Source: an optimization exercise on an open RTL-to-GDS flow (aim: small area). Production flows keep margins and buffers that such runs may drop.
Where RTL was checked, it was by simulation tests only, not by an equivalence proof against the original.

Setup of run 1:
// mtmp_pow_calc
module mtmp_pow_calc (
  input  logic       clk,
  input  logic       rst_n,
  input  logic       in_vld,
  input  logic [9:0] imoy_i_j,
  input  logic [9:0] imoy_ii_jj,
  input  logic [9:0] divisor,
  input  logic [1:0] pow_sel,
  output logic       out_vld,
  output logic [8:0] mtmp,
  output logic       div0
);
export LEC_CHECK = 0
export CAP_MARGIN = 20
export CORE_MARGIN = 2
export CORE_UTILIZATION = 55
export GPL_TIMING_DRIVEN = 0
export SLEW_MARGIN = 20
create_clock -name core_clock -period 7.0 [get_ports {clk}]
standard.sh (not shown) runs the stock make flow with config.mk's settings and CLKGATE_MAP_FILE= SYNTH_SCRIPT=/design/flow/synth_recipe.tcl, a recipe that flattens the netlist after the stock synthesis.
==> flow/flow/run.sh <==
#!/bin/bash
# The standard layout, with the port buffers made from the smallest plain buffer cell
# instead of the delay buffer buffer_ports picks by default, and a clock tree of clkbuf_8
# cells in clusters of at most 10 flip-flops, without dummy loads. Everything else is unchanged.
set -euo pipefail
bash standard.sh \
  "BUFFER_PORTS_ARGS=-buffer_cell sky130_fd_sc_hd__buf_1" \
  "CTS_ARGS=-sink_clustering_enable -repair_clock_nets -dont_use_dummy_load -buf_list sky130_fd_sc_hd__clkbuf_8 -root_buf sky130_fd_sc_hd__clkbuf_8 -sink_clustering_buffer sky130_fd_sc_hd__clkbuf_8 -sink_clustering_size 10" \
  finish > standard.log 2>&1
> inputs changed (run 1 -> run 2)
# run 1
export LEC_CHECK = 0
export CAP_MARGIN = 20
export CORE_MARGIN = 2
export CORE_UTILIZATION = 55
export GPL_TIMING_DRIVEN = 0
export SLEW_MARGIN = 20
create_clock -name core_clock -period 7.0 [get_ports {clk}]
# run 2
export LEC_CHECK = 0
export CAP_MARGIN = 20
export CORE_MARGIN = 2
export CORE_UTILIZATION = 55
export SLEW_MARGIN = 20
create_clock -name core_clock -period 7.0 [get_ports {clk}]
==> flow/flow/run.sh <==
#!/bin/bash
set -euo pipefail
export MTMP_ABC_SCRIPT="$PWD/flow/abc.script"
export MTMP_REF_SYNTH="$PWD/synth_recipe.tcl"
bash standard.sh \
  "SYNTH_SCRIPT=$PWD/flow/synth.tcl" \
  "BUFFER_PORTS_ARGS=-buffer_cell sky130_fd_sc_hd__buf_1" \
  "CTS_ARGS=-sink_clustering_enable -repair_clock_nets -dont_use_dummy_load -buf_list sky130_fd_sc_hd__clkbuf_8 -root_buf sky130_fd_sc_hd__clkbuf_8 -sink_clustering_buffer sky130_fd_sc_hd__clkbuf_8 -sink_clustering_size 10" \
  finish > standard.log 2>&1
==> flow/flow/abc.script (new file) <==
&get -n
&st
&dch
&nf
&put
topo
stime -c
==> flow/flow/synth.tcl (new file) <==
proc abc {args} {
  set i [lsearch -exact $args -script]
  if {$i >= 0} { lset args [expr {$i + 1}] $::env(MTMP_ABC_SCRIPT) }
  yosys abc {*}$args
}
source $::env(MTMP_REF_SYNTH)
### Flow results
Run 1 has lower global-route usage than run 2.
Run 1 -> run 2: number of buffers other than clock buffers in the final layout decreased by more than a quarter
Run 2 can be clocked faster than run 1.
The synthesized netlist net count of run 2 is lower than that of run 1.
Lower cell depth of the worst flop-to-flop path was reported by run 2, not run 1.
From run 1 to run 2 the numbers moved as follows: routed wire length rose 1200 µm; share of the synthesized netlist area taken by xor and xnor gates climbed 1.5 points.
Run 2 ended up with primary input to register as its category of the most critical setup path; run 1 ended up with register to register.
Compared with run 1, placement density in the core of run 2 is lower.
What run 3 does differently from run 2 at the input level:
# run 2
export LEC_CHECK = 0
export CAP_MARGIN = 20
export CORE_MARGIN = 2
export CORE_UTILIZATION = 55
export SLEW_MARGIN = 20
create_clock -name core_clock -period 7.0 [get_ports {clk}]
# run 3
export LEC_CHECK = 0
export CAP_MARGIN = 20
export CORE_MARGIN = 2
export CORE_UTILIZATION = 70
export SLEW_MARGIN = 20
create_clock -name core_clock -period 7.0 [get_ports {clk}]
diff --git a/flow/flow/run.sh b/flow/flow/run.sh
--- a/flow/flow/run.sh
+++ b/flow/flow/run.sh
@@ -1,0 +2,3 @@
+# The standard layout, with the port buffers made from the smallest plain buffer cell
+# instead of the delay buffer buffer_ports picks by default, and a clock tree of clkbuf_8
+# cells in clusters of at most 10 flip-flops, without dummy loads. Everything else is unchanged.
@@ -3,2 +5,0 @@
-export MTMP_ABC_SCRIPT="$PWD/flow/abc.script"
-export MTMP_REF_SYNTH="$PWD/synth_recipe.tcl"
@@ -6 +6,0 @@
-  "SYNTH_SCRIPT=$PWD/flow/synth.tcl" \
removed: flow/flow/abc.script
removed: flow/flow/synth.tcl
- The first-pass GRT wire length in run 2 is 1.08 times that in run 3.
- Compared run 3 vs run 2, and synthesized cell count is up in run 3.
- Of run 3 and run 2, it is run 3 that has the higher post-route minimum period.
- Via total after detailed routing: higher on run 3
- Against run 2, cell area after synthesis in run 3 came out worse.

========
Another version of the RTL of mtmp_pow_calc (not shown whole).
Size: ~1100 cells after synthesis, ~93 flip-flops, roughly 46 I/O pins, roughly 9900 um^2 of cells after synthesis.
Settings: LEC_CHECK=0, CAP_MARGIN=20, CORE_MARGIN=2, CORE_UTILIZATION=60, SLEW_MARGIN=20; clock period 7.0 ns.
==> flow/flow/run.sh <==
#!/bin/bash
# The standard layout, with the port buffers made from the smallest plain buffer cell
# instead of the delay buffer buffer_ports picks by default, and a clock tree of clkbuf_16
# cells in clusters of up to 30 flip-flops, without dummy loads. Everything else is unchanged.
set -euo pipefail
bash standard.sh \
  "BUFFER_PORTS_ARGS=-buffer_cell sky130_fd_sc_hd__buf_1" \
  "CTS_ARGS=-sink_clustering_enable -repair_clock_nets -dont_use_dummy_load -buf_list sky130_fd_sc_hd__clkbuf_16 -root_buf sky130_fd_sc_hd__clkbuf_16 -sink_clustering_buffer sky130_fd_sc_hd__clkbuf_16 -sink_clustering_size 30" \
  finish > standard.log 2>&1
The baseline finished with timing, DRC and antenna clean.
Then changed:
==> flow/flow/run.sh (replaced) <==
#!/bin/bash
# The standard layout, with the port buffers made from the smallest plain buffer cell
# instead of the delay buffer buffer_ports picks by default, and a clock tree of clkbuf_8
# cells in clusters of at most 10 flip-flops, without dummy loads. Everything else is unchanged.
set -euo pipefail
bash standard.sh \
  "BUFFER_PORTS_ARGS=-buffer_cell sky130_fd_sc_hd__buf_1" \
  "CTS_ARGS=-sink_clustering_enable -repair_clock_nets -dont_use_dummy_load -buf_list sky130_fd_sc_hd__clkbuf_8 -root_buf sky130_fd_sc_hd__clkbuf_8 -sink_clustering_buffer sky130_fd_sc_hd__clkbuf_8 -sink_clustering_size 10" \
  finish > standard.log 2>&1
- CORE_UTILIZATION: 60 -> 55
After rerunning: Count of clock-buffer cells in the layout does not change. Via count is higher slightly. Final area is lower slightly. Non-clock buffer count is higher by 6. First-iteration DRC count is lower by roughly a tenth. Cell count is higher slightly. Area after synthesis stays the same.
Function was not checked in any run of this note: the RTL went through the layout flow alone.

========
RTL: one of the versions met above, not the one the previous note started from.
For scale: ~1,100 cells after synthesis, roughly 93 flip-flops, ~46 I/O pins.
==> flow/config.mk <==
export PLATFORM = sky130hd
export DESIGN_NAME = mtmp_pow_calc
export DESIGN_NICKNAME = mtmp_pow_calc
export VERILOG_FILES = /design/flow/design.v
export SDC_FILE = /design/flow/constraint.sdc
export NUM_CORES = 4
export LEC_CHECK = 0
export CAP_MARGIN = 20
export CORE_MARGIN = 2
export CORE_UTILIZATION = 55
export SLEW_MARGIN = 20
==> flow/constraint.sdc <==
create_clock -name core_clock -period 7.0 [get_ports {clk}]
set_input_delay 1.4000 -clock core_clock [delete_from_list [all_inputs] [get_ports {clk}]]
set_output_delay 1.4000 -clock core_clock [all_outputs]
set_load 0.01 [all_outputs]
==> flow/flow/run.sh <==
#!/bin/bash
set -euo pipefail
export MTMP_ABC_SCRIPT="$PWD/flow/abc.script"
export MTMP_REF_SYNTH="$PWD/synth_recipe.tcl"
bash standard.sh \
  "SYNTH_SCRIPT=$PWD/flow/synth.tcl" \
  "BUFFER_PORTS_ARGS=-buffer_cell sky130_fd_sc_hd__buf_1" \
  "CTS_ARGS=-sink_clustering_enable -repair_clock_nets -dont_use_dummy_load -buf_list sky130_fd_sc_hd__clkbuf_8 -root_buf sky130_fd_sc_hd__clkbuf_8 -sink_clustering_buffer sky130_fd_sc_hd__clkbuf_8 -sink_clustering_size 10" \
  finish > standard.log 2>&1
==> flow/flow/abc.script <==
strash
dch
map -a
topo
stime -c
buffer -c
dnsize -c
==> flow/flow/synth.tcl <==
proc abc {args} {
  set i [lsearch -exact $args -script]
  if {$i >= 0} { lset args [expr {$i + 1}] $::env(MTMP_ABC_SCRIPT) }
  yosys abc {*}$args
}
source $::env(MTMP_REF_SYNTH)
Then changed:
==> flow/flow/run.sh (replaced) <==
#!/bin/bash
# The standard layout, with the port buffers made from the smallest plain buffer cell
# instead of the delay buffer buffer_ports picks by default, and a clock tree of clkbuf_8
# cells in clusters of at most 10 flip-flops, without dummy loads. Everything else is unchanged.
set -euo pipefail
bash standard.sh \
  "BUFFER_PORTS_ARGS=-buffer_cell sky130_fd_sc_hd__buf_1" \
  "CTS_ARGS=-sink_clustering_enable -repair_clock_nets -dont_use_dummy_load -buf_list sky130_fd_sc_hd__clkbuf_8 -root_buf sky130_fd_sc_hd__clkbuf_8 -sink_clustering_buffer sky130_fd_sc_hd__clkbuf_8 -sink_clustering_size 10" \
  finish > standard.log 2>&1
- GPL_ROUTABILITY_DRIVEN: unset -> 0
removed: flow/flow/abc.script
removed: flow/flow/synth.tcl
Effect: The changed run completed with no timing, DRC or antenna violations. Worst setup slack gets worse by 150 ps. Via count falls by a few percent. Wire length went down slightly. Utilization went down by 2.9 points. Non-clock buffer count is lower by 38. Die area grows by a few percent. Fmax fell by a few percent. Global-route usage came out lower by 1.6 points. Hold slack gets worse by 6.1 ps.
Then changed:
==> flow/flow/run.sh (replaced) <==
#!/bin/bash
set -euo pipefail
export MTMP_ABC_SCRIPT="$PWD/flow/abc.script"
export MTMP_REF_SYNTH="$PWD/synth_recipe.tcl"
bash standard.sh \
  "SYNTH_SCRIPT=$PWD/flow/synth.tcl" \
  "BUFFER_PORTS_ARGS=-buffer_cell sky130_fd_sc_hd__buf_1" \
  "CTS_ARGS=-sink_clustering_enable -repair_clock_nets -dont_use_dummy_load -buf_list sky130_fd_sc_hd__clkbuf_8 -root_buf sky130_fd_sc_hd__clkbuf_8 -sink_clustering_buffer sky130_fd_sc_hd__clkbuf_8 -sink_clustering_size 10" \
  finish > standard.log 2>&1
==> flow/flow/abc.script (new file) <==
&get -n
&st
&dch
&nf
&put
buffer -c
topo
stime -c
dnsize -c
==> flow/flow/synth.tcl (new file) <==
proc abc {args} {
  set i [lsearch -exact $args -script]
  if {$i >= 0} { lset args [expr {$i + 1}] $::env(MTMP_ABC_SCRIPT) }
  yosys abc {*}$args
}
source $::env(MTMP_REF_SYNTH)
- CORE_UTILIZATION: 55 -> 65
- GPL_ROUTABILITY_DRIVEN: 0 -> unset
Result: Design area fell by a few percent; sequential share of layout area grows by 0.60 points.
Then changed:
- CORE_UTILIZATION: 65 -> 55
- first-iteration DRC count fell by 32%
- hold slack improved by 33 ps
- design area increases by 1.1%
- cell count rose by 3.8%
Then changed:
==> flow/flow/run.sh (replaced) <==
#!/bin/bash
# The standard layout, with the port buffers made from the smallest plain buffer cell
# instead of the delay buffer buffer_ports picks by default, and a clock tree of clkbuf_8
# cells in clusters of at most 10 flip-flops, without dummy loads. Everything else is unchanged.
set -euo pipefail
bash standard.sh \
  "BUFFER_PORTS_ARGS=-buffer_cell sky130_fd_sc_hd__buf_1" \
  "CTS_ARGS=-sink_clustering_enable -repair_clock_nets -dont_use_dummy_load -buf_list sky130_fd_sc_hd__clkbuf_8 -root_buf sky130_fd_sc_hd__clkbuf_8 -sink_clustering_buffer sky130_fd_sc_hd__clkbuf_8 -sink_clustering_size 10" \
  finish > standard.log 2>&1
removed: flow/flow/abc.script
removed: flow/flow/synth.tcl
=> Critical path depth rose by 3; global-route usage is lower by 1.3 points; worst setup slack gets worse by 85 ps.
Then changed:
==> flow/flow/run.sh (replaced) <==
#!/bin/bash
set -euo pipefail
export MTMP_ABC_SCRIPT="$PWD/flow/abc.script"
export MTMP_REF_SYNTH="$PWD/synth_recipe.tcl"
bash standard.sh \
  "SYNTH_SCRIPT=$PWD/flow/synth.tcl" \
  "BUFFER_PORTS_ARGS=-buffer_cell sky130_fd_sc_hd__buf_1" \
  "CTS_ARGS=-sink_clustering_enable -repair_clock_nets -dont_use_dummy_load -buf_list sky130_fd_sc_hd__clkbuf_8 -root_buf sky130_fd_sc_hd__clkbuf_8 -sink_clustering_buffer sky130_fd_sc_hd__clkbuf_8 -sink_clustering_size 10" \
  finish > standard.log 2>&1
==> flow/flow/abc.script (new file) <==
&get -n
&st
&dch
&nf
&put
buffer -c
topo
stime -c
dnsize -c
==> flow/flow/synth.tcl (new file) <==
proc abc {args} {
  set i [lsearch -exact $args -script]
  if {$i >= 0} { lset args [expr {$i + 1}] $::env(MTMP_ABC_SCRIPT) }
  yosys abc {*}$args
}
source $::env(MTMP_REF_SYNTH)
What happened: Final area falls by 1.9%. Worst setup slack improved by 85 ps.

========
Setup of v41:
Starting RTL as in the previous note.
==> flow/config.mk <==
export PLATFORM = sky130hd
export DESIGN_NAME = mtmp_pow_calc
export DESIGN_NICKNAME = mtmp_pow_calc
export VERILOG_FILES = /design/flow/design.v
export SDC_FILE = /design/flow/constraint.sdc
export NUM_CORES = 4
export LEC_CHECK = 0
export CAP_MARGIN = 20
export CORE_MARGIN = 2
export CORE_UTILIZATION = 65
export SLEW_MARGIN = 20
==> flow/constraint.sdc <==
create_clock -name core_clock -period 7.0 [get_ports {clk}]
set_input_delay 1.4000 -clock core_clock [delete_from_list [all_inputs] [get_ports {clk}]]
set_output_delay 1.4000 -clock core_clock [all_outputs]
set_load 0.01 [all_outputs]
==> flow/flow/run.sh <==
#!/bin/bash
set -euo pipefail
export MTMP_ABC_SCRIPT="$PWD/flow/abc.script"
export MTMP_REF_SYNTH="$PWD/synth_recipe.tcl"
bash standard.sh \
  "SYNTH_SCRIPT=$PWD/flow/synth.tcl" \
  "BUFFER_PORTS_ARGS=-buffer_cell sky130_fd_sc_hd__buf_1" \
  "CTS_ARGS=-sink_clustering_enable -repair_clock_nets -dont_use_dummy_load -buf_list sky130_fd_sc_hd__clkbuf_8 -root_buf sky130_fd_sc_hd__clkbuf_8 -sink_clustering_buffer sky130_fd_sc_hd__clkbuf_8 -sink_clustering_size 10" \
  finish > standard.log 2>&1
==> flow/flow/abc.script <==
&get -n
&st
&dch
&nf
&put
buffer -c
topo
stime -c
dnsize -c
==> flow/flow/synth.tcl <==
proc abc {args} {
  set i [lsearch -exact $args -script]
  if {$i >= 0} { lset args [expr {$i + 1}] $::env(MTMP_ABC_SCRIPT) }
  yosys abc {*}$args
}
source $::env(MTMP_REF_SYNTH)
v41: all stages complete, timing, DRC and antenna checks passed
#### Input delta (v39 over v41)
- CORE_UTILIZATION changed from 65 to 55
==> flow/flow/run.sh <==
#!/bin/bash
# The standard layout, with the port buffers made from the smallest plain buffer cell
# instead of the delay buffer buffer_ports picks by default, and a clock tree with a clkbuf_8
# root and clkbuf_4 leaf buffers, without dummy loads. Everything else is unchanged.
set -euo pipefail
bash standard.sh \
  "BUFFER_PORTS_ARGS=-buffer_cell sky130_fd_sc_hd__buf_1" \
  "CTS_ARGS=-sink_clustering_enable -repair_clock_nets -dont_use_dummy_load -buf_list {sky130_fd_sc_hd__clkbuf_4 sky130_fd_sc_hd__clkbuf_8} -root_buf sky130_fd_sc_hd__clkbuf_8 -sink_clustering_buffer sky130_fd_sc_hd__clkbuf_4 -sink_clustering_size 10" \
  finish > standard.log 2>&1
removed: flow/flow/abc.script
removed: flow/flow/synth.tcl
--- outcome ---
- v39 completed; timing, DRC and antenna clean
- A capture point of the worst path of x_q_s3[0] is what v39 shows, while r_q_s2[8] belongs to v41.
- Hold slack for v39 is higher than for v41.
- Count of instances resized after the clock tree is built down 5 in v39 wrt v41
- Routed metal-1 wirelength: v39 vs v41 up 94 um
- ~same first-pass GRT wire length in v41 and v39
- When v39 is measured against v41, its sequential share of cell area turns out 0.60 points lower.
- Against v41, v39 comes in 13 um higher on overall die height.
- On synthesized cell count, the lower figure sits with v41, not v39.
- Compared v39 against v41; share of final layout cell area taken by clock buffers and inverters within noise.
- Relative to v41, number of cells in the finished layout apart from fillers has increased by about 6% in v39.
- v39: non-clock buffer count is 3.0% higher than what v41 reported.
diff inputs: v39 => v17
==> flow/flow/run.sh <==
#!/bin/bash
set -euo pipefail
export MTMP_ABC_SCRIPT="$PWD/flow/abc.script"
export MTMP_REF_SYNTH="$PWD/synth_recipe.tcl"
bash standard.sh \
  "SYNTH_SCRIPT=$PWD/flow/synth.tcl" \
  "BUFFER_PORTS_ARGS=-buffer_cell sky130_fd_sc_hd__buf_1" \
  "CTS_ARGS=-sink_clustering_enable -repair_clock_nets -dont_use_dummy_load -buf_list sky130_fd_sc_hd__clkbuf_8 -root_buf sky130_fd_sc_hd__clkbuf_8 -sink_clustering_buffer sky130_fd_sc_hd__clkbuf_8 -sink_clustering_size 10" \
  finish > standard.log 2>&1
==> flow/flow/abc.script (new file) <==
&get -n
&st
&dch
&nf
&put
buffer -c
topo
stime -c
upsize -c
dnsize -c
==> flow/flow/synth.tcl (new file) <==
proc abc {args} {
  set i [lsearch -exact $args -script]
  if {$i >= 0} { lset args [expr {$i + 1}] $::env(MTMP_ABC_SCRIPT) }
  yosys abc {*}$args
}
source $::env(MTMP_REF_SYNTH)
Findings:
- In the reports for v17 and v39, the larger area after synthesis belongs to v39.
- Taking v39 as the reference point, the iteration count of the initial detailed-routing pass of v17 falls by 2.
- v17 ended with more xor and xnor fraction of the mapped netlist area than v39.
- From v39 to v17 the numbers moved as follows: cell count now sits lower, first-pass GRT wire length now sits higher, pin count of the biggest net entering global routing now sits lower.
- Diff v39 -> v17 | routed wire length on met2 | up by a little under 10%
- Lower synthesized cell count goes to v17 over v39.
- Both conditions hold for v17: the flow ran to the end and the final layout passed the timing, design-rule and antenna checks.
- Max freq v39 -> v17: degraded

[static timing again, ports no longer ideal]
How much do the figures lean on ideal ports? The routed layouts below were timed once more, with nothing changed but the port constraints.
Step 1 sets driving cells, clkbuf_16 on the clock port and buf_2 on the other inputs (assumed; they add their load-dependent delay and slew).
Step 2 times the ports against the registers' clock, not the clock port: input delays grow and output delays shrink by t, the midpoint of the rising clock arrivals with the driver on.
Slacks: ideal ports / drivers / drivers and shift; pairs: ideal ports / drivers.
run	t, ns	slack for setup (ns)	hold slack, ns	pins driven straight from the clock port
run 1	0.405	0.245 / 0.245 / 0.107	0.300 / 0.300 / 0.300	1
run 2	0.413	0.289 / 0.311 / -0.102	0.332 / 0.332 / 0.332	1
run 3	0.401	0.264 / 0.264 / 0.048	0.333 / 0.333 / 0.333	1
the first run of note 2	0.376	0.383 / 0.403 / 0.027	0.331 / 0.331 / 0.331	1
the second run of note 2	0.400	0.361 / 0.361 / -0.012	0.333 / 0.333 / 0.333	1
the first run of note 3	0.393	0.509 / 0.509 / 0.323	0.332 / 0.332 / 0.332	1
the second run of note 3	0.407	0.358 / 0.358 / 0.163	0.326 / 0.326 / 0.326	1
the third run of note 3	0.396	0.241 / 0.241 / -0.052	0.296 / 0.296 / 0.296	1
the fourth run of note 3	0.400	0.443 / 0.457 / 0.056	0.330 / 0.330 / 0.330	1
the fifth run of note 3	0.407	0.358 / 0.358 / 0.163	0.326 / 0.326 / 0.326	1
the sixth run of note 3	0.400	0.443 / 0.457 / 0.056	0.330 / 0.330 / 0.330	1
v41	0.396	0.241 / 0.241 / -0.052	0.296 / 0.296 / 0.296	1
v39	0.407	0.358 / 0.358 / 0.163	0.326 / 0.326 / 0.326	1
v17	0.398	0.275 / 0.275 / -0.045	0.312 / 0.312 / 0.312	1
With both steps, setup timing fails in 5 of these runs, where it was met with ideal ports. For run 2, which loses most, drivers alone change the setup slack by +0.022 ns; drivers and shift together by -0.391 ns.
